Source: an optimization exercise on an open RTL-to-GDS flow (aim: small area, a short achievable clock period and few clock cycles per item). Production flows keep margins and buffers that such runs may drop.
In this exercise RTL edits were held to simulation tests only and were not proved equivalent to the original.
No activity file was given, so power comes from the tool's default toggle rates.

// bicubic_top
module bicubic_top (
    input  wire        CLK,
    input  wire        RST,
    input  wire [6:0]  cfg_v0,
    input  wire [6:0]  cfg_h0,
    input  wire [4:0]  cfg_sw,
    input  wire [4:0]  cfg_sh,
    input  wire [5:0]  cfg_tw,
    input  wire [5:0]  cfg_th,
    output wire        src_rd_en,
    output wire [13:0] src_rd_addr,
    input  wire [7:0]  src_data,
    output wire        res_wr_en,
    output wire [9:0]  res_wr_addr,
    output wire [7:0]  res_wr_data,
    output logic       done
);
make LEC_CHECK=0 CAP_MARGIN=20 CORE_MARGIN=2 CORE_UTILIZATION=40 SLEW_MARGIN=20 finish   # period 13.0 ns
run.sh (not shown) runs the stock make flow with config.mk's settings and CLKGATE_MAP_FILE= SYNTH_SCRIPT=/design/flow/synth_recipe.tcl, a recipe that flattens the netlist after the stock synthesis.
Testbench counts at the start, summed over its fixed seeds: cycles 89,169, pixels 20,672.
Rerun with:
CTS_BUF_LIST = sky130_fd_sc_hd__clkbuf_16   (was not set)
CTS_CLUSTER_DIAMETER = 80   (was not set)
CTS_CLUSTER_SIZE = 24   (was not set)
What happened:
- The changed run produced a clean layout
- clock power went down by 24%
- routed wire length is lower by 1.5%
- core utilization drops by 0.72 points
- maximum frequency hardly moves
- worst setup slack loses 0.0061 ns
- non-clock buffer count does not change
- design area falls by 1.6%
- clock-buffer cell count decreases by 29
- sequential share of layout area rose by 0.47 points
- die area stays the same
Rerun with:
ABC_AREA = 1   (was not set)
What happened: The changed run ran to the end with no violations. Clock skew is lower by 0.022 ns. Hold slack hardly moves. Final cell count goes up by about 18%. Power hardly moves. Worst setup slack gets worse by 0.41 ns. Via count goes up by about 10%. Combinational power came out lower by 61%. Fmax decreases by about 9%.
Rerun with:
ABC_AREA = not set   (was 1)
CORE_UTILIZATION = 60   (was 40)
=> Power drops by 2.5%; non-clock buffer count rose by 5; register-to-register slack gets better by 0.40 ns; core utilization went up by 21 points; die area went down by 34%.


## red
Another version of the RTL of bicubic_top (not shown whole).
Size: about 2300 cells after synthesis, ~81 I/O pins, roughly 23000 sq um of cells after synthesis.
make LEC_CHECK=0 CAP_MARGIN=20 CORE_MARGIN=2 CORE_UTILIZATION=40 CTS_BUF_LIST=sky130_fd_sc_hd__clkbuf_8 CTS_CLUSTER_DIAMETER=50 CTS_CLUSTER_SIZE=12 SLEW_MARGIN=20 finish   # period 13.0 ns
Looking at the reports, red completed the entire flow and the layout it produced met the timing, design-rule and antenna checks.
Testbench counts of red, summed over its fixed seeds: cycles 89,169, pixels 20,672.
Here is what was changed in the inputs of blue compared with red.
--- a/flow/config.mk
+++ b/flow/config.mk
@@ -11,3 +10,0 @@
-export CTS_BUF_LIST = sky130_fd_sc_hd__clkbuf_8
-export CTS_CLUSTER_DIAMETER = 50
-export CTS_CLUSTER_SIZE = 12
==> run notes <==
blue: all stages complete, timing, DRC and antenna checks passed. Min maximum operating frequency across red and blue: red. Changes observed in blue relative to red: internal power rose by 210 uW, routed wire length ~0 delta, share of the clock period used by the worst path after layout went down. red has lower vias per cell than blue. The power drawn by the clock network of blue exceeds that of red by about 20%.
#### Input delta (green over blue)
--- a/flow/config.mk
+++ b/flow/config.mk
@@ -10,0 +11,3 @@
+export CTS_BUF_LIST = sky130_fd_sc_hd__clkbuf_16
+export CTS_CLUSTER_DIAMETER = 80
+export CTS_CLUSTER_SIZE = 24
Findings:
green finished every stage and its layout cleared the timing, design-rule and antenna checks.
Wire length of the first global-routing pass delta (green − blue): favourable
The setup slack after layout in green sits 0.032 ns below the value recorded for blue.
When the final numbers for green and blue were put side by side, the final layout net count turned out to be greater in blue.
blue → green: width of the die comparable; routed wire length now smaller; number of global-route vias before repair now smaller; sequential power share now larger; relative max-transition margin comparable.
When green is measured against blue, its met1 usage in global routing turns out 0.23 points lower.
green vs blue — aggregate global-route resource usage dropped 0.31 points.
diff inputs: green => orange
--- a/flow/config.mk
+++ b/flow/config.mk
@@ -12,2 +12,2 @@
-export CTS_CLUSTER_DIAMETER = 80
-export CTS_CLUSTER_SIZE = 24
+export CTS_CLUSTER_DIAMETER = 60
+export CTS_CLUSTER_SIZE = 30
Findings:
green -> orange: number of sinks driven by the clock tree delta 0, exact match. orange against green: static leakage power +1.1%; all-layer global routing usage +0.25 points; overall power after layout +8.2%; number of hold-repair buffers added at the cts stage ~0 delta. The final area number comes out lower for green vs orange.


bicubic_top, a different RTL version from the one above (not shown whole).
Size in the first run: roughly 3200 cells after synthesis, roughly 430 flip-flops, roughly 81 I/O pins.
make LEC_CHECK=0 CAP_MARGIN=20 CORE_MARGIN=2 CORE_UTILIZATION=40 CTS_BUF_LIST=sky130_fd_sc_hd__clkbuf_16 CTS_CLUSTER_DIAMETER=80 CTS_CLUSTER_SIZE=24 PLACE_DENSITY=0.7 SLEW_MARGIN=20 finish   # period 13.0 ns
Testbench counts at the start, summed over its fixed seeds: cycles 61,826, pixels 20,672.
==> next run, changes <==
CTS_CLUSTER_DIAMETER = 70   (was 80)
CTS_CLUSTER_SIZE = 30   (was 24)
PLACE_DENSITY = default   (was 0.7)
Outcome: Utilization rises by 0.27 points; clock skew falls by 0.031 ns; sequential share of layout area falls by 0.19 points; power rises by a few percent; sequential power stays flat; count of clock-buffer cells in the layout rises by 6.

## afterwards: timing with drivers on the ports
In the flow no input, the clock included, has a driving cell. The finished layouts below were timed again as built, in two steps. Step 1, drivers: a clkbuf_16 drives CLK and a buf_2 each remaining input, both assumed. Step 2 times the ports against the registers' clock, not the clock port: input delays grow and output delays shrink by t, the midpoint of the rising clock arrivals with the driver on. Three values: ideal ports, drivers, drivers and shift; two values: the first two.
run | shift t [ns] | setup slack, ns | latest minus earliest clock arrival (ns) | worst register clock-pin slew, ns | worst slew at a driven data input, ns
the first run of note 1 | 0.629 | 8.828 / 8.770 / 8.289 | 0.040 / 0.041 | 0.06 / 0.06 | 0.04
the second run of note 1 | 0.621 | 8.822 / 8.770 / 8.277 | 0.055 / 0.055 | 0.10 / 0.10 | 0.04
the third run of note 1 | 0.643 | 8.415 / 8.415 / 8.415 | 0.042 / 0.042 | 0.10 / 0.10 | 0.04
the fourth run of note 1 | 0.613 | 8.812 / 8.812 / 8.254 | 0.019 / 0.019 | 0.09 / 0.09 | 0.07
red | 0.697 | 8.310 / 8.258 / 8.381 | 0.066 / 0.066 | 0.08 / 0.08 | 0.04
blue | 0.603 | 8.421 / 8.368 / 8.336 | 0.037 / 0.036 | 0.07 / 0.07 | 0.04
green | 0.617 | 8.390 / 8.336 / 8.367 | 0.044 / 0.044 | 0.10 / 0.10 | 0.04
orange | 0.597 | 8.422 / 8.365 / 8.353 | 0.034 / 0.034 | 0.09 / 0.09 | 0.04
the first run of note 3 | 0.672 | 8.729 / 8.666 / 8.428 | 0.070 / 0.070 | 0.10 / 0.10 | 0.04
the second run of note 3 | 0.637 | 8.834 / 8.770 / 8.387 | 0.043 / 0.043 | 0.11 / 0.11 | 0.06
After both steps every run listed still meets setup and hold. For the fourth run of note 1, which loses most, drivers alone change the setup slack by 0.000 ns; drivers and shift together by -0.558 ns.
